What follows belongs to an exercise in optimizing a design on an open flow for small area, a short achievable clock period and few clock cycles per item; a production flow would make more cautious choices.
Function was checked by simulation only, so behaviour that the tests miss may differ from the original.
No activity file was given, so power comes from the tool's default toggle rates.

### design/flow/config.mk
export PLATFORM = sky130hd
export DESIGN_NAME = rational_arithmetic_unit
export DESIGN_NICKNAME = rational_arithmetic_unit
export VERILOG_FILES = /design/flow/design.v
export SDC_FILE = /design/flow/constraint.sdc
export NUM_CORES = 4
export LEC_CHECK = 0
export CAP_MARGIN = 20
export CORE_MARGIN = 2
export CORE_UTILIZATION = 40
export SETUP_SLACK_MARGIN = 5
export SLEW_MARGIN = 20
### design/flow/constraint.sdc
create_clock -name core_clock -period 11.0 [get_ports {clk}]
set_input_delay 2.2000 -clock core_clock [delete_from_list [all_inputs] [get_ports {clk}]]
set_output_delay 2.2000 -clock core_clock [all_outputs]
set_load 0.01 [all_outputs]
### design/flow/design.v
`default_nettype none
package rau_pkg;
  localparam logic [2:0] OP_ADD = 3'd0;
  localparam logic [2:0] OP_SUB = 3'd1;
  localparam logic [2:0] OP_MUL = 3'd2;
  localparam logic [2:0] OP_DIV = 3'd3;
  localparam logic [1:0] ST_OK   = 2'd0;
  localparam logic [1:0] ST_ZDEN = 2'd1;
  localparam logic [1:0] ST_OVF  = 2'd2;
  localparam logic [1:0] K_GCD  = 2'd0;   
  localparam logic [1:0] K_ZDEN = 2'd1;   
  localparam logic [1:0] K_ZNUM = 2'd2;   
  localparam logic [1:0] K_CMP  = 2'd3;   
  localparam int XW = 63;   
  localparam int MW = 31;   
endpackage
`default_nettype wire
`default_nettype none
module rau_mul_step (
  input  wire logic [31:0] a,
  input  wire logic [7:0]  b8,
  input  wire logic [31:0] acc,
  output logic [39:0]      sum
);
  function automatic logic [79:0] csa(input logic [39:0] x, input logic [39:0] y,
                                      input logic [39:0] z);
    logic [39:0] s, c;
    s = x ^ y ^ z;
    c = ((x & y) | (x & z) | (y & z)) << 1;
    csa = {s, c};
  endfunction
  logic [39:0] pp0, pp1, pp2, pp3, pp4, pp5, pp6, pp7, pa;
  assign pp0 = {8'd0, a & {32{b8[0]}}};
  assign pp1 = {7'd0, a & {32{b8[1]}}, 1'd0};
  assign pp2 = {6'd0, a & {32{b8[2]}}, 2'd0};
  assign pp3 = {5'd0, a & {32{b8[3]}}, 3'd0};
  assign pp4 = {4'd0, a & {32{b8[4]}}, 4'd0};
  assign pp5 = {3'd0, a & {32{b8[5]}}, 5'd0};
  assign pp6 = {2'd0, a & {32{b8[6]}}, 6'd0};
  assign pp7 = {1'd0, a & {32{b8[7]}}, 7'd0};
  assign pa  = {8'd0, acc};
  logic [39:0] s1, c1, s2, c2, s3, c3, s4, c4, s5, c5, s6, c6, s7, c7;
  assign {s1, c1} = csa(pp0, pp1, pp2);
  assign {s2, c2} = csa(pp3, pp4, pp5);
  assign {s3, c3} = csa(pp6, pp7, pa);
  assign {s4, c4} = csa(s1, c1, s2);
  assign {s5, c5} = csa(c2, s3, c3);
  assign {s6, c6} = csa(s4, c4, s5);
  assign {s7, c7} = csa(s6, c6, c5);
  assign sum = s7 + c7;
endmodule
`default_nettype wire
`default_nettype none
module rau_reduce #(
  parameter int K = 3   
) (
  input  wire logic                   clk,
  input  wire logic                   rst_n,
  input  wire logic                   ld,        
  input  wire logic [rau_pkg::XW-1:0] ld_s,      
  input  wire logic [rau_pkg::XW-1:0] ld_t,      
  input  wire logic                   ld_cmp,    
  input  wire logic                   ld_neg,    
  input  wire logic                   ld_lt,
  input  wire logic                   ld_eq,
  input  wire logic                   ld_gt,
  output logic                        can_take,  
  input  wire logic                   out_ready,
  output logic                        out_valid,
  output logic signed [31:0]          out_res_num,
  output logic [30:0]                 out_res_den,
  output logic                        out_less,
  output logic                        out_equal,
  output logic                        out_greater,
  output logic [1:0]                  out_status
);
  logic          busy_r;
  logic [rau_pkg::XW-1:0] x_r, y_r;
  logic [rau_pkg::MW-1:0] c00_r, c01_r, c10_r, c11_r;
  logic          ovf_r, neg_r, lt_r, eq_r, gt_r;
  logic [1:0]    kind_r;
  logic          out_valid_r;
  logic term, fin, out_free;
  assign term     = busy_r && ((kind_r != rau_pkg::K_GCD) || ovf_r || (x_r == y_r));
  assign out_free = !out_valid_r || out_ready;
  assign fin      = term && out_free;
  assign can_take = !busy_r || fin;
  logic [rau_pkg::XW:0]   dxy;
  logic [rau_pkg::XW-1:0] dyx;
  logic [rau_pkg::MW:0]   sum0, sum1;
  assign dxy  = {1'b0, x_r} - {1'b0, y_r};
  assign dyx  = y_r - x_r;
  assign sum0 = {1'b0, c00_r} + {1'b0, c01_r};
  assign sum1 = {1'b0, c10_r} + {1'b0, c11_r};
  function automatic logic [3:0] ctzk(input logic [K-1:0] v);
    logic [3:0] n;
    integer i;
    n = K;
    for (i = K - 1; i >= 0; i = i - 1) if (v[i]) n = i;
    ctzk = n;
  endfunction
  function automatic logic shl_ovf(input logic [rau_pkg::MW-1:0] c, input logic [3:0] j);
    logic o;
    integer i;
    o = 1'b0;
    for (i = 0; i < K; i = i + 1) if (i < j) o = o | c[rau_pkg::MW-1-i];
    shl_ovf = o;
  endfunction
  logic [rau_pkg::XW-1:0] x_n, y_n;
  logic [rau_pkg::MW-1:0] c00_n, c01_n, c10_n, c11_n;
  logic          ovf_n;
  logic [3:0]    jb, jx, jy, jd;
  always_comb begin
    jb = ctzk(x_r[K-1:0] | y_r[K-1:0]);
    jx = ctzk(x_r[K-1:0]);
    jy = ctzk(y_r[K-1:0]);
    jd = ctzk(dxy[K-1:0]);
    x_n   = x_r;
    y_n   = y_r;
    c00_n = c00_r;
    c01_n = c01_r;
    c10_n = c10_r;
    c11_n = c11_r;
    ovf_n = 1'b0;
    if (!x_r[0] && !y_r[0]) begin
      x_n = x_r >> jb;
      y_n = y_r >> jb;
    end else if (!x_r[0]) begin
      x_n   = x_r >> jx;
      c00_n = c00_r << jx;
      c10_n = c10_r << jx;
      ovf_n = shl_ovf(c00_r, jx) || shl_ovf(c10_r, jx);
    end else if (!y_r[0]) begin
      y_n   = y_r >> jy;
      c01_n = c01_r << jy;
      c11_n = c11_r << jy;
      ovf_n = shl_ovf(c01_r, jy) || shl_ovf(c11_r, jy);
    end else if (!dxy[rau_pkg::XW]) begin
      x_n   = dxy[rau_pkg::XW-1:0] >> jd;
      c01_n = sum0[rau_pkg::MW-1:0];
      c11_n = sum1[rau_pkg::MW-1:0];
      c00_n = c00_r << jd;
      c10_n = c10_r << jd;
      ovf_n = sum0[rau_pkg::MW] || sum1[rau_pkg::MW] || shl_ovf(c00_r, jd) || shl_ovf(c10_r, jd);
    end else begin
      y_n   = dyx >> jd;
      c00_n = sum0[rau_pkg::MW-1:0];
      c10_n = sum1[rau_pkg::MW-1:0];
      c01_n = c01_r << jd;
      c11_n = c11_r << jd;
      ovf_n = sum0[rau_pkg::MW] || sum1[rau_pkg::MW] || shl_ovf(c01_r, jd) || shl_ovf(c11_r, jd);
    end
  end
  always_ff @(posedge clk) begin
    if (!rst_n) begin
      busy_r <= 1'b0;
    end else if (ld) begin
      busy_r <= 1'b1;
    end else if (fin) begin
      busy_r <= 1'b0;
    end
  end
  always_ff @(posedge clk) begin
    if (ld) begin
      x_r    <= ld_s;
      y_r    <= ld_t;
      c00_r  <= rau_pkg::MW'(1);
      c01_r  <= '0;
      c10_r  <= '0;
      c11_r  <= rau_pkg::MW'(1);
      ovf_r  <= 1'b0;
      neg_r  <= ld_neg;
      lt_r   <= ld_lt;
      eq_r   <= ld_eq;
      gt_r   <= ld_gt;
      kind_r <= ld_cmp ? rau_pkg::K_CMP : (ld_t == '0) ? rau_pkg::K_ZDEN : (ld_s == '0) ? rau_pkg::K_ZNUM : rau_pkg::K_GCD;
    end else if (busy_r && !term) begin
      x_r   <= x_n;
      y_r   <= y_n;
      c00_r <= c00_n;
      c01_r <= c01_n;
      c10_r <= c10_n;
      c11_r <= c11_n;
      ovf_r <= ovf_n;
    end
  end
  logic signed [31:0] num_n;
  logic [30:0]        den_n;
  logic [1:0]         st_n;
  always_comb begin
    num_n = '0;
    den_n = '0;
    st_n  = rau_pkg::ST_OK;
    unique case (kind_r)
      rau_pkg::K_ZDEN: st_n = rau_pkg::ST_ZDEN;
      rau_pkg::K_ZNUM: den_n = 31'd1;
      rau_pkg::K_CMP:  ;
      default: begin
        if (ovf_r || sum0[rau_pkg::MW] || sum1[rau_pkg::MW]) begin
          st_n = rau_pkg::ST_OVF;
        end else begin
          num_n = neg_r ? -{1'b0, sum0[rau_pkg::MW-1:0]} : {1'b0, sum0[rau_pkg::MW-1:0]};
          den_n = sum1[rau_pkg::MW-1:0];
        end
      end
    endcase
  end
  always_ff @(posedge clk) begin
    if (!rst_n) begin
      out_valid_r <= 1'b0;
    end else if (fin) begin
      out_valid_r <= 1'b1;
    end else if (out_ready) begin
      out_valid_r <= 1'b0;
    end
  end
  always_ff @(posedge clk) begin
    if (fin) begin
      out_res_num <= num_n;
      out_res_den <= den_n;
      out_status  <= st_n;
      out_less    <= lt_r;
      out_equal   <= eq_r;
      out_greater <= gt_r;
    end
  end
  assign out_valid = out_valid_r;
endmodule
`default_nettype wire
`default_nettype none
module rational_arithmetic_unit (
  input  wire logic               clk,
  input  wire logic               rst_n,
  input  wire logic               in_valid,
  output logic                    in_ready,
  input  wire logic [2:0]         in_op,
  input  wire logic signed [31:0] in_a_num,
  input  wire logic [30:0]        in_a_den,
  input  wire logic signed [31:0] in_b_num,
  input  wire logic [30:0]        in_b_den,
  output logic                    out_valid,
  input  wire logic               out_ready,
  output logic signed [31:0]      out_res_num,
  output logic [30:0]             out_res_den,
  output logic                    out_less,
  output logic                    out_equal,
  output logic                    out_greater,
  output logic [1:0]              out_status
);
  localparam logic [1:0] P_L = 2'd0;
  localparam logic [1:0] P_R = 2'd1;
  localparam logic [1:0] P_T = 2'd2;
  localparam logic [1:0] P_S = 2'd3;
  logic        busy_r;          
  logic [1:0]  pr_r;            
  logic [1:0]  cnt_r;           
  logic [2:0]  op_r;
  logic        sa_r, sb_r;      
  logic        nl_r, nr_r;      
  logic start;                  
  logic release_op;             
  assign start    = in_valid && !busy_r;
  assign in_ready = release_op;
  always_ff @(posedge clk) begin
    if (!rst_n) begin
      busy_r <= 1'b0;
    end else if (start) begin
      busy_r <= 1'b1;
    end else if (release_op) begin
      busy_r <= 1'b0;
    end
  end
  always_ff @(posedge clk) begin
    if (start) begin
      op_r <= in_op;
      sa_r <= in_a_num[31];
      sb_r <= in_b_num[31];
      nl_r <= in_a_num[31] && (in_b_den != '0);
      nr_r <= in_b_num[31] && (in_a_den != '0);
    end
  end
  logic is_mul, is_div, is_cmp;
  assign is_mul = (op_r == rau_pkg::OP_MUL);
  assign is_div = (op_r == rau_pkg::OP_DIV);
  assign is_cmp = op_r[2];
  logic [31:0] am_in, bm_in;    
  assign am_in = in_a_num[31] ? 32'(-in_a_num) : 32'(in_a_num);
  assign bm_in = in_b_num[31] ? 32'(-in_b_num) : 32'(in_b_num);
  logic [31:0] hi_r, lo_r;      
  logic [31:0] ma_r, bsh_r;
  logic [39:0] msum;
  rau_mul_step u_mul (
    .a   (ma_r),
    .b8  (bsh_r[7:0]),
    .acc ((cnt_r == 2'd0) ? 32'd0 : hi_r),
    .sum (msum)
  );
  logic [63:0] pfull;           
  assign pfull = {msum, lo_r[31:8]};
  logic [62:0] l_r;             
  logic        st_valid_r;
  logic [62:0] st_s_r, st_t_r;
  logic        st_cmp_r, st_neg_r, st_lt_r, st_eq_r, st_gt_r;
  logic can_take, take;
  assign take = st_valid_r && can_take;
  logic form_now, advance, last_step;
  assign form_now   = (pr_r == P_T) && (cnt_r == 2'd0);
  assign advance    = busy_r && !(form_now && st_valid_r);
  assign last_step  = advance && ((cnt_r == 2'd3) || (form_now && is_cmp));
  assign release_op = last_step && ((pr_r == P_S) || (pr_r == P_T && !is_mul));
  always_ff @(posedge clk) begin
    if (!rst_n || start) begin
      pr_r  <= P_L;
      cnt_r <= 2'd0;
    end else if (advance) begin
      cnt_r <= last_step ? 2'd0 : cnt_r + 2'd1;
      if (last_step) pr_r <= pr_r + 2'd1;
    end
  end
  always_ff @(posedge clk) begin
    if (advance) begin
      hi_r <= msum[39:8];
      lo_r <= {msum[7:0], lo_r[31:8]};
    end
  end
  always_ff @(posedge clk) begin
    if (start) begin
      ma_r  <= am_in;
      bsh_r <= {1'b0, in_b_den};
    end else if (last_step) begin
      unique case (pr_r)
        P_L: begin ma_r <= bm_in;             bsh_r <= {1'b0, in_a_den}; end
        P_R: begin ma_r <= {1'b0, in_a_den};  bsh_r <= is_div ? bm_in : {1'b0, in_b_den}; end
        default: begin ma_r <= am_in;         bsh_r <= bm_in; end
      endcase
    end else if (advance) begin
      bsh_r <= {8'd0, bsh_r[31:8]};
    end
  end
  logic [62:0] r_mag;
  assign r_mag = {hi_r[30:0], lo_r};
  logic        nrr;          
  logic        same;
  logic [63:0] sadd;         
  logic [63:0] rml;          
  logic        l_gt_r, l_eq_r;
  logic [62:0] s_mag;
  logic        s_neg;
  logic        f_lt, f_eq, f_gt;
  assign nrr    = (op_r == rau_pkg::OP_SUB) ? !nr_r : nr_r;
  assign same   = (nl_r == nrr);
  assign sadd   = same ? ({1'b0, l_r} + {1'b0, r_mag}) : ({1'b0, l_r} - {1'b0, r_mag});
  assign rml    = {1'b0, r_mag} - {1'b0, l_r};
  assign l_gt_r = rml[63];
  assign l_eq_r = (l_r == r_mag);
  always_comb begin
    if (same || l_gt_r || l_eq_r) begin
      s_mag = sadd[62:0];
      s_neg = nl_r;
    end else begin
      s_mag = rml[62:0];
      s_neg = nrr;
    end
    if (is_div) begin
      s_mag = l_r;
      s_neg = sa_r;
    end
    if (nl_r && !nr_r) begin
      f_lt = 1'b1; f_eq = 1'b0; f_gt = 1'b0;
    end else if (!nl_r && nr_r) begin
      f_lt = 1'b0; f_eq = 1'b0; f_gt = 1'b1;
    end else begin
      f_eq = l_eq_r;
      f_lt = nl_r ? l_gt_r : !(l_gt_r || l_eq_r);
      f_gt = nl_r ? !(l_gt_r || l_eq_r) : l_gt_r;
    end
  end
  always_ff @(posedge clk) begin
    if (last_step && pr_r == P_L) l_r <= pfull[62:0];
    if (advance && form_now) begin
      st_s_r   <= s_mag;
      st_cmp_r <= is_cmp;
      st_neg_r <= is_mul ? (sa_r ^ sb_r) : (s_neg ^ (is_div && sb_r));
      st_lt_r  <= f_lt;
      st_eq_r  <= f_eq;
      st_gt_r  <= f_gt;
    end
    if (last_step && pr_r == P_T) st_t_r <= pfull[62:0];
    if (last_step && pr_r == P_S) st_s_r <= pfull[62:0];
  end
  always_ff @(posedge clk) begin
    if (!rst_n) begin
      st_valid_r <= 1'b0;
    end else if (release_op) begin
      st_valid_r <= 1'b1;
    end else if (take) begin
      st_valid_r <= 1'b0;
    end
  end
  rau_reduce u_red (
    .clk         (clk),
    .rst_n       (rst_n),
    .ld          (take),
    .ld_s        (st_s_r),
    .ld_t        (st_t_r),
    .ld_cmp      (st_cmp_r),
    .ld_neg      (st_neg_r),
    .ld_lt       (st_lt_r),
    .ld_eq       (st_eq_r),
    .ld_gt       (st_gt_r),
    .can_take    (can_take),
    .out_ready   (out_ready),
    .out_valid   (out_valid),
    .out_res_num (out_res_num),
    .out_res_den (out_res_den),
    .out_less    (out_less),
    .out_equal   (out_equal),
    .out_greater (out_greater),
    .out_status  (out_status)
  );
endmodule
`default_nettype wire
### design/flow/run.sh
#!/bin/bash
# synth_recipe.tcl (not shown) runs the flow's synth.tcl, then flattens the netlist and writes it again
# the make line also repeats each setting of config.mk as NAME=value (left out here)
make -C /OpenROAD-flow-scripts/flow DESIGN_CONFIG=/design/flow/config.mk WORK_HOME=/design/flow/orfs CLKGATE_MAP_FILE= SYNTH_SCRIPT=/design/flow/synth_recipe.tcl finish
==> reports/results.ini, run 1 <==
[clocking]
cts_tree = yes
clk_path_buf_depth = 3
cts.sinks = 662
ctsHtreeMaxLevel = 3
clockRootBuffer = clkbuf_16
insertion_delay_ns = 0.77
clkTransAtPathRegs_ns = 0.07
cts_buffers = 84

[synth]
netlist.area_leader.share = 0.214
yosysMostFrequentCell = nand2_1
synth_ff_type = edfxtp_1
synth_edf_count = 528
synth_cell_types = 104
yosysSeqAreaShare = 0.250
ys_top_cells_by_area = edfxtp_1, ha_1, a21oi_1
syn_area_sq_mm = 0.0741
synth_nets = 10300
synthArstFlopShare = 0
avgSynthCellArea_sq_um = 7.81
yosys.area.top_type = edfxtp_1
synth-warning-count = 3
synthTopCellsByCount = nand2_1, a21oi_1, nor2_1
ys_seq_elements = 662
syn-instance-count = 9487

[critical_path]
cp.arrival_ns = 6.51
reg2reg_from = u_red.x_r[0]
ff2ff_path_depth = 15
critPathKind = flop to flop
r2r_slack_ns = 4.98
worst-endpoint-required_ns = 11.49
start_kind = flop
rr_endpoint = u_red.y_r[41]
cp-end-kind = flop
path_max_fanout = 52

[floorplan]
pin_count = 203
die-area_sq_mm = 0.189
rows = 157
initial_core_util = 0.404
core_sq_mm = 0.183
die_x_um = 434
die_h_um = 434

[drt]
antenna_left = 0
post-route-drc-count = 0
first_pass_iters = 6
num_vias = 75000
wl_per_cell_um = 26.4
drtIter0Drc = 8368
wl_mm = 312
avgViaCountPerCell = 6.35

[min_path]
min_path_type = flop to flop
hold_depth = 0
hold_start = st_gt_r
holdPathEnd = u_red.gt_r

[global_route]
grt_max_degree = 224
grt_util_all_layers = 0.318
grt-ovfl-total = 0
antenna_found_initial = 14
grt_pass1_vias = 71700
grt_pass1_wl_mm = 461

[sta]
timing.fmax_mhz = 166
tns_ns = 0
setup_viol = 0
post-route-min-period_ns = 6.02
rsz0062_at_grt = yes
skew_ns = 0.0493
period_share = 0.547
hold_viol_final = 0
worstMarginPinSlew_ns = 1.24
max-slew-margin-rel = 0.166
slew_viol_final = 0

[finish]
regArea_sq_mm = 0.0185
design_area_sq_mm = 0.0818
nNetsFinal = 10100
final_util = 0.446
multiInputGateArea_sq_mm = 0.0516
syn2layout_area_growth_pct = 10.3
layout-drive-gt1-share = 0.0553
n_fill_cell = 18400

[run_status]
status = no timing/DRC/antenna violations

[power_and_ir_drop]
powerDensity_mw_per_mm2 = 191
power.leakage_nw = 32.4
p_total_w = 0.0156
ir_worst_vdd_v = 0.000369

[placement]
io_buffers = 202
placed_cell_area_sq_mm = 0.0778
gp_congestion = 1.03
dp_hpwl_mm = 229

[run]
drv_cap = 0

## flip-flops by register name, summed over array words and instances (netlist names), 2 cells and up
name and count:
op_r 3, hi_r 32, u_red.out_res_num 32, u_red.c00_r 31
u_red.x_r 63, st_t_r 63, bsh_r 32, l_r 63
pr_r 2, lo_r 32, u_red.kind_r 2, u_red.y_r 63
u_red.c11_r 31, cnt_r 2, ma_r 32, u_red.out_res_den 31
u_red.c01_r 31, u_red.c10_r 31, st_s_r 63, u_red.out_status 2
## routing by layer
layer | global-route usage | vias up | share of wire
met5 | 0 | - | 0.00029
met4 | 0.170 | 12 | 0.059
met3 | 0.0504 | 767 | 0.080
met2 | 0.518 | 3648 | 0.46
met1 | 0.405 | 36700 | 0.40
li1 | - | 33900 | -
## area by class of cell
type                       count  share of cell area
antenna                        4            0.000122
clock buffer                  97              0.0268
clock inverter                57             0.00901
inverter                     572              0.0265
multi-input combinational   7605               0.631
sequential                   662               0.227
tap                         2464              0.0377
timing repair buffer         342              0.0418
## cells by family (layout without fill, tap and decap cells)
group | after synthesis | count (layout) | share of synthesized area
buf+inv | 1221 | 1068 | 0.0634
mux | 407 | 407 | 0.0557
simple gates | 2972 | 2973 | 0.181
other cells | 0 | 4 | 0
fa+ha+maj | 673 | 673 | 0.136
xor+xnor | 339 | 339 | 0.0401
flops | 662 | 662 | 0.250
compound gates | 3213 | 3213 | 0.274
## worst max path at each step
stage | start | to | cells after the start
floorplan | cnt_r[0] | st_s_r[0] | 6
global placement | bsh_r[7] | st_s_r[59] | 20
detailed placement | bsh_r[7] | hi_r[30] | 20
CTS | cnt_r[1] | in_ready | 12
global route | cnt_r[1] | st_s_r[62] | 23
finish | u_red.x_r[0] | u_red.y_r[41] | 15
## per-stage QoR
stage | std cells | setup slack, ns | hold WS [ns]
6_report | 11800 | 4.98 | 0.432
3_3_place_gp | 11600 | 4.29 | 0.415
4_1_cts | 11800 | 4.87 | 0.439
3_5_place_dp | 11600 | 4.17 | 0.407
2_1_floorplan | 9487 | 5.01 | 0.400
5_1_grt | 11800 | 4.81 | 0.451
## power by group
| group | internal (W) | total [W] | switching (W) |
|---|---|---|---|
| sequential | 0.00349 | 0.00365 | 0.000159 |
| clock | 0.00175 | 0.00304 | 0.00129 |
| combinational | 0.00320 | 0.00895 | 0.00576 |
## critical path, cell delays in order (launching register included)
cell and delay [ns]:
edfxtp_1 0.40, inv_2 0.07, buf_4 0.75, ha_4 0.36, or2_4 0.48, nor3_1 0.15
nand4_1 0.14, o21ai_2 0.15, a21boi_0 0.84, nand2b_4 0.64, inv_16 0.20, nor2_4 0.13
buf_4 0.57, o21ai_0 0.27, a221oi_1 0.35, nor2_1 0.09
## layout by cell type (no fill, tap or decap), types with 31 or more instances in the layout
cell	count
o21bai_1	111
inv_1	561
and2_1	179
a221oi_1	96
mux2i_1	384
nor2_1	784
clkdlybuf4s50_1	201
o211ai_1	233
xnor2_1	212
nand3_1	171
a21oi_1	963
or3_1	39
buf_4	105
nor4_1	75
edfxtp_1	528
clkbuf_16	88
nand2b_1	59
a31oi_1	113
nand2_1	1178
a21boi_0	38
a21o_1	165
o2111ai_1	33
xor2_1	124
nand4_1	92
o22ai_1	112
a211oi_1	113
nor2b_1	66
o31ai_1	61
o21a_1	46
nor3_1	134
dfxtp_1	131
o21ai_0	739
a311oi_1	31
and3_1	38
ha_1	427
fa_1	214
## timing repair
item	in CTS	in global routing
gates cloned	2	4
pin swaps	6	16
endpoints found under the setup margin	239	174
resized for setup	36	110
hold buffers	0	0
setup buffers	13	10
Testbench counts, summed over its fixed seeds: cycles 51,972, items 2,400.
==> run 2: changes to the inputs <==
--- a/design/flow/design.v
+++ b/design/flow/design.v
@@ -80,7 +80,11 @@
   logic          ovf_r, neg_r, lt_r, eq_r, gt_r;
   logic [1:0]    kind_r;
+  logic [30:0]   thr_r;
   logic          out_valid_r;
   logic term, fin, out_free;
-  assign term     = busy_r && ((kind_r != rau_pkg::K_GCD) || ovf_r || (x_r == y_r));
+  logic below;     
+  assign below    = (x_r[62:31] == '0 && (x_r[30:0] & ~thr_r) == '0) ||
+                    (y_r[62:31] == '0 && (y_r[30:0] & ~thr_r) == '0);
+  assign term     = busy_r && ((kind_r != rau_pkg::K_GCD) || ovf_r || below || (x_r == y_r));
   assign out_free = !out_valid_r || out_ready;
   assign fin      = term && out_free;
@@ -110,4 +114,6 @@
   logic [rau_pkg::MW-1:0] c00_n, c01_n, c10_n, c11_n;
   logic          ovf_n;
+  logic [30:0]   thr_n;
+  logic [62:0]   ld_or, ld_smear;
   logic [3:0]    jb, jx, jy, jd;
   always_comb begin
@@ -123,7 +129,9 @@
     c11_n = c11_r;
     ovf_n = 1'b0;
+    thr_n = thr_r;
     if (!x_r[0] && !y_r[0]) begin
       x_n = x_r >> jb;
       y_n = y_r >> jb;
+      thr_n = thr_r >> jb;
     end else if (!x_r[0]) begin
       x_n   = x_r >> jx;
@@ -152,4 +160,10 @@
     end
   end
+  assign ld_or = ld_s | ld_t;
+  integer si;
+  always_comb begin
+    ld_smear[62] = ld_or[62];
+    for (si = 61; si >= 0; si = si - 1) ld_smear[si] = ld_smear[si + 1] | ld_or[si];
+  end
   always_ff @(posedge clk) begin
     if (!rst_n) begin
@@ -174,4 +188,5 @@
       eq_r   <= ld_eq;
       gt_r   <= ld_gt;
+      thr_r  <= ld_smear[62:32];
       kind_r <= ld_cmp ? rau_pkg::K_CMP : (ld_t == '0) ? rau_pkg::K_ZDEN : (ld_s == '0) ? rau_pkg::K_ZNUM : rau_pkg::K_GCD;
     end else if (busy_r && !term) begin
@@ -183,4 +198,5 @@
       c11_r <= c11_n;
       ovf_r <= ovf_n;
+      thr_r <= thr_n;
     end
   end
@@ -197,5 +213,5 @@
       rau_pkg::K_CMP:  ;
       default: begin
-        if (ovf_r || sum0[rau_pkg::MW] || sum1[rau_pkg::MW]) begin
+        if (ovf_r || below || sum0[rau_pkg::MW] || sum1[rau_pkg::MW]) begin
           st_n = rau_pkg::ST_OVF;
         end else begin
==> run 2 against run 1 <==
Effect of this change:
- clock-buffer cell count increased by 4
- core utilization barely moved
- largest power group unchanged
- first-iteration DRC count up 32%
- synthesized cell count rose by 5.2%
- clock power fell by 1%
- die area increased by 4.2%
- via count is 7.2% higher
- still clean
- cell count is 5.0% higher
==> reports/results.ini, run 2 <==
[floorplan]
initial_core_util = 0.402  ; was 0.404
rows = 161  ; was 157
die_h_um = 443  ; was 434 um
core_sq_mm = 0.192  ; was 0.183 sq mm
die-area_sq_mm = 0.197  ; was 0.189 sq mm
pin_count = 203  ; unchanged
die_x_um = 443  ; was 434 um

[sta]
worstMarginPinSlew_ns = 1.33  ; was 1.24 ns
period_share = 0.549  ; was 0.547
hold_viol_final = 0  ; unchanged
tns_ns = 0  ; unchanged
slew_viol_final = 0  ; unchanged
setup_viol = 0  ; unchanged
fin_ws_ns = 4.96  ; was 4.98 ns
rsz0062_at_grt = yes  ; unchanged
skew_ns = 0.0957  ; was 0.0493 ns
max-slew-margin-rel = 0.112  ; was 0.166
timing.fmax_mhz = 166  ; about the same
post-route-min-period_ns = 6.04  ; was 6.02 ns

[synth]
syn_area_sq_mm = 0.0772  ; was 0.0741 sq mm
synth_edf_count = 559  ; was 528
yosysMostFrequentCell = nand2_1  ; unchanged
synth-warning-count = 3  ; unchanged
synth_nets = 10800  ; was 10,300
syn-instance-count = 9985  ; was 9,487
yosysSeqAreaShare = 0.252  ; was 0.250
synthTopCellsByCount = nand2_1, a21oi_1, nor2_1  ; unchanged
synthArstFlopShare = 0  ; unchanged
ys_top_cells_by_area = edfxtp_1, ha_1, a21oi_1  ; unchanged
yosys.area.top_type = edfxtp_1  ; unchanged
netlist.area_leader.share = 0.217  ; was 0.214
synth_cell_types = 87  ; was 104
ys_seq_elements = 693  ; was 662
synth_ff_type = edfxtp_1  ; unchanged
avgSynthCellArea_sq_um = 7.73  ; was 7.81 sq um

[finish]
fin_cells = 12400  ; was 11,800
layout-drive-gt1-share = 0.0579  ; was 0.0553
nNetsFinal = 10600  ; was 10,100
regArea_sq_mm = 0.0195  ; was 0.0185 sq mm
final_util = 0.445  ; was 0.446
syn2layout_area_growth_pct = 10.8  ; was 10.3%
n_fill_cell = 19200  ; was 18,400
final_cell_mix = nand2_1, a21oi_1, nor2_1  ; unchanged
multiInputGateArea_sq_mm = 0.0538  ; was 0.0516 sq mm
final_common_cell = nand2_1  ; unchanged

[power_and_ir_drop]
ir_worst_vdd_v = 0.000529  ; was 0.000369 V
p_total_w = 0.0168  ; was 0.0156 W
power.leakage_nw = 33.8  ; was 32.4 nW
powerDensity_mw_per_mm2 = 196  ; was 191 mW/mm^2

[critical_path]
r2r_slack_ns = 4.96  ; was 4.98 ns
critPathSlowestCell = nor4_1  ; was a21boi_0
worst-endpoint-required_ns = 11.34  ; was 11.49 ns
path_max_fanout = 76  ; was 52
critPathKind = flop to flop  ; unchanged
crit_chain = nor4_1 -> nand4_1 -> nor4_1 -> nand4_1 -> and3b_1 -> nand3_1 -> a21boi_0 -> nand2b_4 -> inv_12 -> nor2_1 -> buf_4 -> a21boi_1 -> o21a_4 -> buf_8  ; was inv_2 -> buf_4 -> ha_4 -> or2_4 -> nor3_1 -> nand4_1 -> o21ai_2 -> a21boi_0 -> nand2b_4 -> inv_16 -> nor2_4 -> buf_4 -> o21ai_0 -> a221oi_1 -> nor2_1
critical_path.top_delay_family = simple AND/OR/NAND/NOR gates  ; unchanged
rr_endpoint = u_red.y_r[6]  ; was u_red.y_r[41]
crit_path_start = u_red.y_r[62]  ; was u_red.x_r[0]
ff2ff_path_depth = 14  ; was 15
cp-end-kind = flop  ; unchanged
max_stage_delay_ns = 0.78  ; was 0.84 ns
crit_buf_inv = 3  ; was 4
cp.arrival_ns = 6.38  ; was 6.51 ns
start_kind = flop  ; unchanged
reg2reg_from = u_red.y_r[62]  ; was u_red.x_r[0]

[placement]
dp_hpwl_mm = 253  ; was 229 mm
place_ws_ns = 3.82  ; was 4.17 ns
io_buffers = 202  ; unchanged
gp_congestion = 1.04  ; was 1.03
dpl.cell_count = 12100  ; was 11,600

[global_route]
antenna_found_initial = 15  ; was 14
grt_use_met2 = 0.498  ; was 0.518
grt_util_all_layers = 0.335  ; was 0.318
use_met1 = 0.462  ; was 0.405
grt.busiest_layer = met2  ; unchanged
grt_pass1_wl_mm = 504  ; was 461 mm
grt_max_degree = 171  ; was 224
grt-ovfl-total = 0  ; unchanged
grt_pass1_vias = 74800  ; was 71,700
met3_usage = 0.0748  ; was 0.0504

[drt]
num_vias = 80400  ; was 75,000
wl_mm = 344  ; was 312 mm
antenna_left = 0  ; unchanged
drtIter0Drc = 11100  ; was 8,368
first_pass_iters = 7  ; was 6
post-route-drc-count = 0  ; unchanged
avgViaCountPerCell = 6.49  ; was 6.35
wl_per_cell_um = 27.8  ; was 26.4 um

[clocking]
ctsHtreeMaxLevel = 3  ; unchanged
clkTransAtPathRegs_ns = 0.06  ; was 0.07 ns
clk_path_buf_depth = 3  ; unchanged
insertion_delay_ns = 0.78  ; was 0.77 ns
cts.sinks = 693  ; was 662
cts_buffers = 86  ; was 84
clockRootBuffer = clkbuf_16  ; unchanged
ctsHoldBuffers = 0  ; unchanged
cts_tree = yes  ; unchanged

[min_path]
holdPathEnd = u_red.eq_r  ; was u_red.gt_r
min_path_type = flop to flop  ; unchanged
hold_depth = 0  ; unchanged
hold_start = st_eq_r  ; was st_gt_r

[run]
drv_cap = 0  ; unchanged

[run_status]
status = no timing/DRC/antenna violations  ; unchanged

[run 2: cell count changes in the layout (fill, tap and decap cells not counted), sizes merged, moves of 53 or more]
cell	change
nor2	+62
buf	+72
a211oi	+76
mux2i	+53
nand3	+69
nand2	+79
[run 2: metrics by stage]
stage,hold WS (ns),cell area (sq um)
CTS,0.419,84900
finish,0.419,85600
floorplan,0.400,77200
global placement,0.401,81100
detailed placement,0.406,81100
global route,0.424,85500
[run 2: worst max path at each step]
stage | endpoint | depth (start not counted)
floorplan | st_s_r[62] | 23
global placement | u_red.y_r[7] | 14
detailed placement | u_red.y_r[7] | 14
CTS | st_s_r[61] | 24
global route | st_s_r[62] | 25
finish | u_red.y_r[6] | 14
[run 2: cell type report]
cell class,instances,area share
inverters,620,0.0273
repair buffers,413,0.0459
clock buffers,101,0.0259
multi-input cells,7972,0.628
flip-flops and latches,693,0.228
clock inverters,61,0.00776
well taps,2526,0.0369
diodes,13,0.000380
[run 2: kinds of logic (layout without fill, tap and decap cells)]
kind of cell	after synthesis	in the layout	share of synthesized area
other	0	13	0
AOI/OAI and AO/OA	3276	3278	0.268
muxes	448	448	0.0584
DFF	693	693	0.252
and+or+nand+nor	3225	3225	0.188
adders and majority gates	673	673	0.130
buffers and inverters	1322	1195	0.0643
xor gates and xnor gates	348	348	0.0395
[run 2: routing by layer]
metal / vias up / wire length, um
met4: 4 / 17700
met5: - / 25
met3: 767 / 37000
li1: 35700 / -
met1: 39200 / 143000
met2: 4736 / 147000
[run 2: report_power, final]
group          leakage (nW)  total [W]  internal [W]  switching (W)
Combinational          26.3    0.00997       0.00357        0.00640
Sequential             6.10    0.00379       0.00363       0.000155
Clock                  1.38    0.00300       0.00164        0.00136
Total                  33.8     0.0168       0.00885        0.00791
[run 2: timing repair]
action                                 CTS  global route
setup buffers                           38            32
gates cloned                             4             2
resized for setup                       94           105
setup endpoints to repair              348           194
endpoints found under the hold margin    0             0
pin swaps                               23            62
Testbench counts of run 2, summed over its fixed seeds: cycles 47,351, items 2,400.
==> run 3: changes to the inputs <==
--- a/design/flow/design.v
+++ b/design/flow/design.v
@@ -53,5 +53,6 @@
 `default_nettype none
 module rau_reduce #(
-  parameter int K = 3   
+  parameter int KS = 4,   
+  parameter int KE = 7    
 ) (
   input  wire logic                   clk,
@@ -97,10 +98,17 @@
   assign sum0 = {1'b0, c00_r} + {1'b0, c01_r};
   assign sum1 = {1'b0, c10_r} + {1'b0, c11_r};
-  function automatic logic [3:0] ctzk(input logic [K-1:0] v);
+  function automatic logic [3:0] ctze(input logic [KE-1:0] v);
     logic [3:0] n;
     integer i;
-    n = K;
-    for (i = K - 1; i >= 0; i = i - 1) if (v[i]) n = i;
-    ctzk = n;
+    n = KE;
+    for (i = KE - 1; i >= 0; i = i - 1) if (v[i]) n = i;
+    ctze = n;
+  endfunction
+  function automatic logic [3:0] ctzs(input logic [KS-1:0] v);
+    logic [3:0] n;
+    integer i;
+    n = KS;
+    for (i = KS - 1; i >= 0; i = i - 1) if (v[i]) n = i;
+    ctzs = n;
   endfunction
   function automatic logic shl_ovf(input logic [rau_pkg::MW-1:0] c, input logic [3:0] j);
@@ -108,5 +116,5 @@
     integer i;
     o = 1'b0;
-    for (i = 0; i < K; i = i + 1) if (i < j) o = o | c[rau_pkg::MW-1-i];
+    for (i = 0; i < KE; i = i + 1) if (i < j) o = o | c[rau_pkg::MW-1-i];
     shl_ovf = o;
   endfunction
@@ -116,46 +124,49 @@
   logic [30:0]   thr_n;
   logic [62:0]   ld_or, ld_smear;
-  logic [3:0]    jb, jx, jy, jd;
+  logic [3:0]    jb, jx, jy, jd, jx0, jy0, j0, j1;
+  logic          xe, ye, both_odd, gt;
+  logic [rau_pkg::XW-1:0] x_pre, y_pre, d_sh, e_sh;
+  logic [rau_pkg::MW-1:0] c00_sh, c10_sh, c01_sh, c11_sh;
+  logic          ovf0, ovf1;
   always_comb begin
-    jb = ctzk(x_r[K-1:0] | y_r[K-1:0]);
-    jx = ctzk(x_r[K-1:0]);
-    jy = ctzk(y_r[K-1:0]);
-    jd = ctzk(dxy[K-1:0]);
-    x_n   = x_r;
-    y_n   = y_r;
-    c00_n = c00_r;
-    c01_n = c01_r;
-    c10_n = c10_r;
-    c11_n = c11_r;
-    ovf_n = 1'b0;
-    thr_n = thr_r;
-    if (!x_r[0] && !y_r[0]) begin
-      x_n = x_r >> jb;
-      y_n = y_r >> jb;
-      thr_n = thr_r >> jb;
-    end else if (!x_r[0]) begin
-      x_n   = x_r >> jx;
-      c00_n = c00_r << jx;
-      c10_n = c10_r << jx;
-      ovf_n = shl_ovf(c00_r, jx) || shl_ovf(c10_r, jx);
-    end else if (!y_r[0]) begin
-      y_n   = y_r >> jy;
-      c01_n = c01_r << jy;
-      c11_n = c11_r << jy;
-      ovf_n = shl_ovf(c01_r, jy) || shl_ovf(c11_r, jy);
-    end else if (!dxy[rau_pkg::XW]) begin
-      x_n   = dxy[rau_pkg::XW-1:0] >> jd;
-      c01_n = sum0[rau_pkg::MW-1:0];
-      c11_n = sum1[rau_pkg::MW-1:0];
-      c00_n = c00_r << jd;
-      c10_n = c10_r << jd;
-      ovf_n = sum0[rau_pkg::MW] || sum1[rau_pkg::MW] || shl_ovf(c00_r, jd) || shl_ovf(c10_r, jd);
+    xe       = !x_r[0];
+    ye       = !y_r[0];
+    both_odd = !xe && !ye;
+    gt       = !dxy[rau_pkg::XW];
+    jb = ctze(x_r[KE-1:0] | y_r[KE-1:0]);
+    jx = ctze(x_r[KE-1:0]);
+    jy = ctze(y_r[KE-1:0]);
+    jd = ctzs(dxy[KS-1:0]);
+    jx0 = (xe && ye) ? jb : (xe ? jx : 4'd0);
+    jy0 = (xe && ye) ? jb : ((ye && !xe) ? jy : 4'd0);
+    j0 = both_odd ? jd : ((xe && !ye) ? jx : 4'd0);
+    j1 = both_odd ? jd : ((ye && !xe) ? jy : 4'd0);
+    x_pre  = x_r >> jx0;
+    y_pre  = y_r >> jy0;
+    d_sh   = dxy[rau_pkg::XW-1:0] >> jd;
+    e_sh   = dyx >> jd;
+    c00_sh = c00_r << j0;
+    c10_sh = c10_r << j0;
+    c01_sh = c01_r << j1;
+    c11_sh = c11_r << j1;
+    ovf0   = shl_ovf(c00_r, j0) || shl_ovf(c10_r, j0);
+    ovf1   = shl_ovf(c01_r, j1) || shl_ovf(c11_r, j1);
+    thr_n  = (xe && ye) ? (thr_r >> jb) : thr_r;
+    if (both_odd) begin
+      x_n   = gt ? d_sh : x_pre;
+      y_n   = gt ? y_pre : e_sh;
+      c00_n = gt ? c00_sh : sum0[rau_pkg::MW-1:0];
+      c10_n = gt ? c10_sh : sum1[rau_pkg::MW-1:0];
+      c01_n = gt ? sum0[rau_pkg::MW-1:0] : c01_sh;
+      c11_n = gt ? sum1[rau_pkg::MW-1:0] : c11_sh;
+      ovf_n = sum0[rau_pkg::MW] || sum1[rau_pkg::MW] || (gt ? ovf0 : ovf1);
     end else begin
-      y_n   = dyx >> jd;
-      c00_n = sum0[rau_pkg::MW-1:0];
-      c10_n = sum1[rau_pkg::MW-1:0];
-      c01_n = c01_r << jd;
-      c11_n = c11_r << jd;
-      ovf_n = sum0[rau_pkg::MW] || sum1[rau_pkg::MW] || shl_ovf(c01_r, jd) || shl_ovf(c11_r, jd);
+      x_n   = x_pre;
+      y_n   = y_pre;
+      c00_n = c00_sh;
+      c10_n = c10_sh;
+      c01_n = c01_sh;
+      c11_n = c11_sh;
+      ovf_n = ovf0 || ovf1;
     end
   end
@@ -271,18 +282,24 @@
   logic [1:0]  pr_r;            
   logic [1:0]  cnt_r;           
+  logic        first_r;         
   logic [2:0]  op_r;
   logic        sa_r, sb_r;      
   logic        nl_r, nr_r;      
+  logic        acc_r;           
   logic start;                  
   logic release_op;             
   assign start    = in_valid && !busy_r;
-  assign in_ready = release_op;
+  assign in_ready = acc_r;
   always_ff @(posedge clk) begin
     if (!rst_n) begin
       busy_r <= 1'b0;
-    end else if (start) begin
-      busy_r <= 1'b1;
-    end else if (release_op) begin
-      busy_r <= 1'b0;
+      acc_r  <= 1'b0;
+    end else begin
+      if (start) begin
+        busy_r <= 1'b1;
+      end else if (acc_r) begin
+        busy_r <= 1'b0;
+      end
+      acc_r <= release_op;
     end
   end
@@ -309,5 +326,5 @@
     .a   (ma_r),
     .b8  (bsh_r[7:0]),
-    .acc ((cnt_r == 2'd0) ? 32'd0 : hi_r),
+    .acc (first_r ? 32'd0 : hi_r),
     .sum (msum)
   );
@@ -321,14 +338,16 @@
   assign take = st_valid_r && can_take;
   logic form_now, advance, last_step;
-  assign form_now   = (pr_r == P_T) && (cnt_r == 2'd0);
-  assign advance    = busy_r && !(form_now && st_valid_r);
+  assign form_now   = (pr_r == P_T) && first_r;
+  assign advance    = busy_r && !acc_r && !(form_now && st_valid_r);
   assign last_step  = advance && ((cnt_r == 2'd3) || (form_now && is_cmp));
   assign release_op = last_step && ((pr_r == P_S) || (pr_r == P_T && !is_mul));
   always_ff @(posedge clk) begin
     if (!rst_n || start) begin
-      pr_r  <= P_L;
-      cnt_r <= 2'd0;
+      pr_r    <= P_L;
+      cnt_r   <= 2'd0;
+      first_r <= 1'b1;
     end else if (advance) begin
-      cnt_r <= last_step ? 2'd0 : cnt_r + 2'd1;
+      cnt_r   <= last_step ? 2'd0 : cnt_r + 2'd1;
+      first_r <= last_step;
       if (last_step) pr_r <= pr_r + 2'd1;
     end
==> design/flow/flow/run.sh (new file) <==
#!/bin/bash
set -euo pipefail
sed -e 's/SETUP_SLACK_MARGIN=[0-9.]*/SETUP_SLACK_MARGIN=6.5/' standard.sh > standard_margin.sh
grep -q 'SETUP_SLACK_MARGIN=6.5' standard_margin.sh
bash standard_margin.sh > flow_make.log 2>&1
==> design/flow/standard.sh (new file) <==
#!/bin/bash
# synth_recipe.tcl (not shown) runs the flow's synth.tcl, then flattens the netlist and writes it again
# the make line also repeats each setting of config.mk as NAME=value (left out here)
make -C /OpenROAD-flow-scripts/flow DESIGN_CONFIG=/design/flow/config.mk WORK_HOME=/design/flow/orfs CLKGATE_MAP_FILE= SYNTH_SCRIPT=/design/flow/synth_recipe.tcl "${@:-finish}"
--- a/design/flow/config.mk
+++ b/design/flow/config.mk
@@ -8,5 +8,5 @@
 export CAP_MARGIN = 20
 export CORE_MARGIN = 2
-export CORE_UTILIZATION = 40
+export CORE_UTILIZATION = 35
 export SETUP_SLACK_MARGIN = 5
 export SLEW_MARGIN = 20
removed: design/flow/run.sh
==> run 3 against run 2 <==
Effect of this change:
- die area increased by 10%
- core utilization decreased by 2.6 points
- synthesized cell count decreased by 7.1%
- clock-buffer cell count increased by 5
==> reports/results.ini, run 3 <==
[clocking]
clockRootBuffer = clkbuf_16  ; unchanged
cts_tree = yes  ; unchanged
clkTransAtPathRegs_ns = 0.07  ; was 0.06 ns
cts_buffers = 85  ; was 86
clk_path_buf_depth = 3  ; unchanged
insertion_delay_ns = 0.74  ; was 0.78 ns
ctsHtreeMaxLevel = 3  ; unchanged
cts.sinks = 695  ; was 693

[floorplan]
die_x_um = 465  ; was 443 um
die_h_um = 465  ; was 443 um
die-area_sq_mm = 0.216  ; was 0.197 sq mm
pin_count = 203  ; unchanged
initial_core_util = 0.351  ; was 0.402
rows = 169  ; was 161
core_sq_mm = 0.212  ; was 0.192 sq mm

[synth]
avgSynthCellArea_sq_um = 8.02  ; was 7.73 sq um
synth_ff_type = edfxtp_1  ; unchanged
synthTopCellsByCount = nand2_1, a21oi_1, o21ai_0  ; was nand2_1, a21oi_1, nor2_1
ys_seq_elements = 695  ; was 693
synth_cell_types = 104  ; was 87
yosysMostFrequentCell = nand2_1  ; unchanged
synth_nets = 10100  ; was 10,800
synth-warning-count = 3  ; unchanged
netlist.area_leader.share = 0.225  ; was 0.217
ys_top_cells_by_area = edfxtp_1, ha_1, mux2i_1  ; was edfxtp_1, ha_1, a21oi_1
yosysSeqAreaShare = 0.262  ; was 0.252
yosys.area.top_type = edfxtp_1  ; unchanged
syn-instance-count = 9281  ; was 9,985
synth_edf_count = 559  ; unchanged
synthArstFlopShare = 0  ; unchanged
syn_area_sq_mm = 0.0745  ; was 0.0772 sq mm

[run]
drv_cap = 0  ; unchanged

[drt]
num_vias = 77100  ; was 80,400
wl_mm = 341  ; was 344 mm
wl_per_cell_um = 27.7  ; was 27.8 um
drtIter0Drc = 9945  ; was 11,100
post-route-drc-count = 0  ; unchanged
antenna_left = 0  ; unchanged
first_pass_iters = 9  ; was 7
avgViaCountPerCell = 6.26  ; was 6.49

[global_route]
grt_max_degree = 94  ; was 171
grt_util_all_layers = 0.296  ; was 0.335
grt_pass1_wl_mm = 489  ; was 504 mm
grt_pass1_vias = 72700  ; was 74,800
antenna_found_initial = 9  ; was 15
grt-ovfl-total = 0  ; unchanged

[critical_path]
path_max_fanout = 4  ; was 76
start_kind = flop  ; unchanged
cp-end-kind = flop  ; unchanged
worst-endpoint-required_ns = 11.43  ; was 11.34 ns
cp.arrival_ns = 6.14  ; was 6.38 ns
critPathKind = flop to flop  ; unchanged

[power_and_ir_drop]
ir_worst_vdd_v = 0.000448  ; was 0.000529 V
power_frac_comb = 0.651  ; was 0.595
p_int_w = 0.0109  ; was 0.00885 W
pwr-share-seq = 0.192  ; was 0.226
switching_power_w = 0.00887  ; was 0.00791 W
pwr-share-clk = 0.157  ; was 0.179
power_switching_share = 0.448  ; was 0.472
powerDensity_mw_per_mm2 = 223  ; was 196 mW/mm^2
power.leakage_nw = 36.0  ; was 33.8 nW

[sta]
period_share = 0.520  ; was 0.549
hold_viol_final = 0  ; unchanged
setup_viol = 0  ; unchanged
tns_ns = 0  ; unchanged
worstMarginPinSlew_ns = 1.34  ; was 1.33 ns
max-slew-margin-rel = 0.106  ; was 0.112
skew_ns = 0.0627  ; was 0.0957 ns
holdWs_ns = 0.396  ; was 0.419 ns
post-route-min-period_ns = 5.72  ; was 6.04 ns
slew_viol_final = 0  ; unchanged
timing.fmax_mhz = 175  ; was 166 MHz
rsz0062_at_grt = yes  ; unchanged

[placement]
gp_congestion = 1.05  ; was 1.04
io_buffers = 202  ; unchanged
dp_hpwl_mm = 247  ; was 253 mm

[min_path]
min_path_type = flop to flop  ; unchanged

[finish]
syn2layout_area_growth_pct = 19.3  ; was 10.8%
layout-drive-gt1-share = 0.132  ; was 0.0579
final_cell_mix = nand2_1, a21oi_1, nor2_1  ; unchanged
nNetsFinal = 10200  ; was 10,600
final_common_cell = nand2_1  ; unchanged

[run_status]
status = no timing/DRC/antenna violations  ; unchanged

==> run 3: per-layer routing <==
| layer | part of all wire | GRT usage |
|---|---|---|
| met2 | 0.43 | 0.448 |
| met3 | 0.10 | 0.0523 |
| met1 | 0.41 | 0.404 |
| met4 | 0.062 | 0.153 |
| met5 | 0.000047 | 0 |
==> run 3: final cells by class <==
type,instances,area (sq um)
inverter,602,2290
clock buffer,106,2300
clock inverter,51,703
timing repair inverter,3,26.3
timing repair buffer,613,6220
multi-input combinational,7414,54300
fill,21100,123000
tap,2821,3530
antenna,2,5.00
sequential,695,19500
==> run 3: worst paths after layout <==
path	slack [ns]	depth (start not counted)	to	start
hold / removal	0.40	0	u_red.out_equal	u_red.eq_r
hold reg to reg	0.40	0	u_red.out_equal	u_red.eq_r
setup reg to reg	5.28	20	st_s_r[60]	bsh_r[7]
setup / recovery	5.28	20	st_s_r[60]	bsh_r[7]
==> run 3: cell families (layout without fill, tap and decap cells) <==
kind of cell / after synthesis / after routing / share of synthesized area
compound gates: 2809 / 2815 / 0.235
fa+ha+maj: 678 / 678 / 0.136
other cells: 0 / 2 / 0
mux: 597 / 597 / 0.0810
xor+xnor: 344 / 344 / 0.0405
simple gates: 2969 / 2980 / 0.184
buf+inv: 1189 / 1375 / 0.0620
flops: 695 / 695 / 0.262
==> run 3: power groups by stage <==
| stage | combinational [W] | clock (W) | sequential, W |
|---|---|---|---|
| 2_1_floorplan | 0.00553 | 0 | 0.00379 |
| 4_1_cts | 0.0115 | 0.00314 | 0.00380 |
| 3_3_place_gp | 0.00870 | 0 | 0.00390 |
| 6_report | 0.0129 | 0.00311 | 0.00380 |
| 3_5_place_dp | 0.00879 | 0 | 0.00390 |
| 5_1_grt | 0.0135 | 0.00323 | 0.00381 |
==> run 3: per-stage QoR <==
stage	worst slack, ns	std cells	cell area [sq um]	util	power (W)
2_1_floorplan	5.61	9281	74900	-	0.00931
3_3_place_gp	4.45	11800	79100	0.374	0.0126
3_5_place_dp	4.43	11800	79200	0.374	0.0127
4_1_cts	5.35	12200	86400	0.408	0.0185
5_1_grt	5.12	12300	88900	0.419	0.0206
6_report	5.28	12300	88900	0.419	0.0198
==> run 3: worst max-delay path: stages (launching register included) <==
cell and delay [ns]:
edfxtp_1 0.43, buf_6 0.16, and2_4 0.13, fa_1 0.46, fa_1 0.54, inv_2 0.05
fa_1 0.55, inv_2 0.04, fa_1 0.54, ha_4 0.22, a21o_1 0.19, o311a_4 0.38
a221oi_4 0.29, o21a_1 0.20, o211ai_1 0.14, o41a_1 0.38, a41oi_2 0.20, nor2b_4 0.20
xnor2_2 0.12, o21ai_1 0.15, a21oi_1 0.06
==> run 3: repair_timing <==
action,in CTS,in global routing
endpoints found under the setup margin,748,618
cloned,27,12
pin swaps,109,96
setup buffers,180,101
gates resized for setup,534,316
hold buffers,0,0
Testbench counts of run 3, summed over its fixed seeds: cycles 43,432, items 2,400.

## re-timing with driven ports
Ports are ideal in the flow. The routed layouts listed here were re-timed in OpenROAD. Step 1 assumes that a clkbuf_16 drives the clock port and a buf_2 every other input. Step 2 times the ports against the registers' clock, not the clock port: input delays grow and output delays shrink by t, the midpoint of the rising clock arrivals with the driver on. a / b / c = ideal ports / drivers / drivers and shift; a / b = the first two.
run	t (ns)	setup slack, ns	worst setup path at the end
run 1	0.825	4.979 / 4.979 / 4.680	input to register
run 2	0.819	4.962 / 4.962 / 4.862	input to register
run 3	0.781	5.282 / 5.282 / 5.282	register to register
After both steps every run listed still meets setup and hold. The setup slack of run 1, which loses most, moves by 0.000 ns with the drivers and by -0.299 ns with both steps.
